From an optimization exercise on the open Yosys and OpenROAD flow, aimed at small area, a short achievable clock period and few clock cycles; shortcuts taken in it are not production practice.
At most, simulation tests tie the RTL to the original design; equivalence was not proved.

==> flow/design.v (excerpt) <==
module aes_inv_key_sched (
    input  logic         clk,
    input  logic         rst_n,
    input  logic         clear,
    input  logic [127:0] key_in,
    input  logic         key_valid,
    output logic         key_ready,
    output logic [127:0] rk_out,
    output logic [3:0]   rk_round,
    output logic         rk_valid,
    input  logic         rk_ready,
    output logic         rk_last,
    output logic         busy
);
Size: about 270 I/O pins, roughly 12000 µm² of cells after synthesis.
==> module aes_inv_key_sched, before the edit <==
module aes_inv_key_sched (
    input  logic         clk,
    input  logic         rst_n,
    input  logic         clear,
    input  logic [127:0] key_in,
    input  logic         key_valid,
    output logic         key_ready,
    output logic [127:0] rk_out,
    output logic [3:0]   rk_round,
    output logic         rk_valid,
    input  logic         rk_ready,
    output logic         rk_last,
    output logic         busy
);
    logic [127:0] key_reg;
    logic [3:0]   ctr;
    logic         busy_q, ready_q, emit_q, last_q;
    logic         dir_q;    
    logic [31:0]  w0, w1, w2, w3;
    logic [31:0]  sbox_in, rot, sub, t;
    logic [7:0]   rcon;     
    logic [31:0]  n0, n1, n2, n3, t_f;
    logic         e, f;
    assign w0 = key_reg[127:96];
    assign w1 = key_reg[95:64];
    assign w2 = key_reg[63:32];
    assign w3 = key_reg[31:0];
    assign sbox_in = w3 ^ ({32{dir_q}} & w2);
    assign rot     = {sbox_in[23:0], sbox_in[31:24]};
    for (genvar b = 0; b < 4; b++) begin : g_sbox
        aes_sbox u_sbox (
            .a (rot[8*b +: 8]),
            .y (sub[8*b +: 8])
        );
    end
    assign t = sub ^ {rcon, 24'h000000};
    assign e   = !dir_q || rk_ready;
    assign f   = !dir_q;    
    assign t_f = {32{f}} & t;
    assign n0 = w0 ^ ({32{e}} & t);
    assign n1 = w1 ^ ({32{e}} & w0) ^ t_f;
    assign n2 = w2 ^ ({32{e}} & w1) ^ ({32{f}} & n0);
    assign n3 = w3 ^ ({32{e}} & w2) ^ ({32{f}} & n1);
    always_ff @(posedge clk) key_reg <= busy_q ? {n0, n1, n2, n3} : key_in;
    logic rcon_last;
    assign rcon_last = rcon[5] && rcon[2];    
    always_ff @(posedge clk) begin
        if (!busy_q)                      rcon <= 8'h01;
        else if (!dir_q) begin
            if (!rcon_last)               rcon <= {rcon[6:0], 1'b0} ^ (rcon[7] ? 8'h1b : 8'h00);
        end else if (rk_ready)            rcon <= rcon[0] ? ({1'b1, rcon[7:1]} ^ 8'h0d) : {1'b0, rcon[7:1]};
    end
    always_ff @(posedge clk) begin
        if (!busy_q)                      ctr <= 4'd10;
        else if (dir_q && rk_ready)       ctr <= ctr - 4'd1;
    end
    logic accept, fwd_done, rk_hs, done;
    assign accept   = !busy_q && key_valid;
    assign fwd_done = busy_q && !dir_q && rcon_last;
    assign rk_hs    = emit_q && rk_ready;
    assign done     = rk_hs && (ctr == 4'd0);
    always_ff @(posedge clk) begin
        if (clear || !busy_q) dir_q <= 1'b0;
        else if (fwd_done)    dir_q <= 1'b1;
    end
    always_ff @(posedge clk or negedge rst_n) begin
        if (!rst_n) begin
            busy_q  <= 1'b0;
            ready_q <= 1'b1;
            emit_q  <= 1'b0;
            last_q  <= 1'b0;
        end else if (clear) begin
            busy_q  <= 1'b0;
            ready_q <= 1'b1;
            emit_q  <= 1'b0;
            last_q  <= 1'b0;
        end else begin
            if (accept) begin
                busy_q  <= 1'b1;
                ready_q <= 1'b0;
            end else if (done) begin
                busy_q  <= 1'b0;
                ready_q <= 1'b1;
            end
            if (fwd_done)  emit_q <= 1'b1;
            else if (done) emit_q <= 1'b0;
            if (rk_hs) last_q <= (ctr == 4'd1);
        end
    end
    assign key_ready = ready_q;
    assign busy      = busy_q;
    assign rk_valid  = emit_q;
    assign rk_last   = last_q;
    assign rk_out    = key_reg;
    assign rk_round  = ctr;
endmodule
clock: 25.0 ns
lec_check: 0
cap_margin: 20
core_margin: 2
core_utilization: 40
cts_buf_list: sky130_fd_sc_hd__clkbuf_4 sky130_fd_sc_hd__clkbuf_8
slew_margin: 20
standard.sh (not shown) runs the stock make flow with config.mk's settings and CLKGATE_MAP_FILE= SYNTH_SCRIPT=/design/flow/synth_recipe.tcl, a recipe that flattens the netlist after the stock synthesis.
==> flow/flow/run.sh <==
#!/bin/bash
# The standard layout (standard.sh), with these changes:
#  - synthesis maps logic with an area-oriented ABC script (flow/area.abc)
#    instead of ORFS's speed script; everything else in synthesis is as in
#    synth_recipe.tcl (same register mapping, flattening and renaming);
#  - the port buffers are buf_1 cells (repair_timing upsizes those on critical paths);
#  - repair_timing works to a setup margin of MARGIN ns (the SDC and its
#    clock period are unchanged).
set -euo pipefail
D=$(pwd)
MARGIN=$(cat flow/margin.txt)
{ cat flow/my_abc.tcl; cat synth_recipe.tcl; } > my_synth.tcl
sed 's#/synth_recipe.tcl#/my_synth.tcl#' standard.sh > my_standard.sh
export MY_ABC_SCRIPT=$D/flow/area.abc
export BUFFER_PORTS_ARGS="-buffer_cell sky130_fd_sc_hd__buf_1"
export SETUP_SLACK_MARGIN=$MARGIN
bash my_standard.sh > standard.log 2>&1
==> flow/flow/area.abc <==
strash
&get -n
&st
&dch -f
&nf -a -R 1000
&put
topo
stime -c
buffer -c
upsize -c
dnsize -c
==> flow/flow/margin.txt <==
18.5
==> flow/flow/my_abc.tcl <==
proc abc {args} {
  set i [lsearch -exact $args -script]
  if {$i >= 0 && [info exists ::env(MY_ABC_SCRIPT)]} { lset args [expr {$i+1}] $::env(MY_ABC_SCRIPT) }
  set j [lsearch -exact $args -D]
  if {$j >= 0 && [info exists ::env(MY_ABC_NO_D)]} { set args [lreplace $args $j [expr {$j+1}]] }
  yosys abc {*}$args
}
Then changed:
--- a/flow/design.v
+++ b/flow/design.v
@@ -158,5 +158,5 @@
     logic [31:0]  w0, w1, w2, w3;
     logic [31:0]  sbox_in, rot, sub, t;
-    logic [7:0]   rcon;     
+    logic [7:0]   rcon;
     logic [31:0]  n0, n1, n2, n3, t_f;
     logic         e, f;
@@ -173,4 +173,19 @@
         );
     end
+    always_comb begin
+        case (ctr)
+            4'd1:    rcon = 8'h01;
+            4'd2:    rcon = 8'h02;
+            4'd3:    rcon = 8'h04;
+            4'd4:    rcon = 8'h08;
+            4'd5:    rcon = 8'h10;
+            4'd6:    rcon = 8'h20;
+            4'd7:    rcon = 8'h40;
+            4'd8:    rcon = 8'h80;
+            4'd9:    rcon = 8'h1b;
+            4'd10:   rcon = 8'h36;
+            default: rcon = 8'h00;
+        endcase
+    end
     assign t = sub ^ {rcon, 24'h000000};
     assign e   = !dir_q || rk_ready;
@@ -182,19 +197,13 @@
     assign n3 = w3 ^ ({32{e}} & w2) ^ ({32{f}} & n1);
     always_ff @(posedge clk) key_reg <= busy_q ? {n0, n1, n2, n3} : key_in;
-    logic rcon_last;
-    assign rcon_last = rcon[5] && rcon[2];    
     always_ff @(posedge clk) begin
-        if (!busy_q)                      rcon <= 8'h01;
-        else if (!dir_q) begin
-            if (!rcon_last)               rcon <= {rcon[6:0], 1'b0} ^ (rcon[7] ? 8'h1b : 8'h00);
-        end else if (rk_ready)            rcon <= rcon[0] ? ({1'b1, rcon[7:1]} ^ 8'h0d) : {1'b0, rcon[7:1]};
-    end
-    always_ff @(posedge clk) begin
-        if (!busy_q)                      ctr <= 4'd10;
-        else if (dir_q && rk_ready)       ctr <= ctr - 4'd1;
+        if (!busy_q)                      ctr <= 4'd1;
+        else if (!emit_q) begin
+            if (ctr != 4'd10)             ctr <= ctr + 4'd1;
+        end else if (rk_ready)            ctr <= ctr - 4'd1;
     end
     logic accept, fwd_done, rk_hs, done;
     assign accept   = !busy_q && key_valid;
-    assign fwd_done = busy_q && !dir_q && rcon_last;
+    assign fwd_done = busy_q && !emit_q && (ctr == 4'd10);
     assign rk_hs    = emit_q && rk_ready;
     assign done     = rk_hs && (ctr == 4'd0);
=> Wire length falls by 3.3%; sequential share of layout area rose by 0.22 points; area after synthesis is lower by 0.31%; sequential cell count does not change.
Testbench counts after the change, summed over its fixed seeds: cycles 7,040.
No functional check of the RTL was part of the first run of this note.

[re-timing with driven ports]
No port has a modelled driver above. Below, the same layouts with a new extraction and two added sets of constraints.
Step 1 assumes that a clkbuf_16 drives the clock port and a buf_2 every other input.
Step 2 also shifts input and output timing later by t, the mid clock arrival at the registers, as if the neighbouring blocks saw the same clock.
a / b / c = no drivers / after step 1 / after step 2; a / b = the first two.
run	t (ns)	setup WS [ns]	cell pins on the clock port's net
the first run	0.544	18.600 / 18.557 / 18.238	1
the second run	0.511	18.569 / 18.568 / 18.080	1
After both steps setup and hold are still met in every run listed. The setup slack of the second run, which loses most, moves by -0.001 ns with the drivers and by -0.489 ns with both steps.
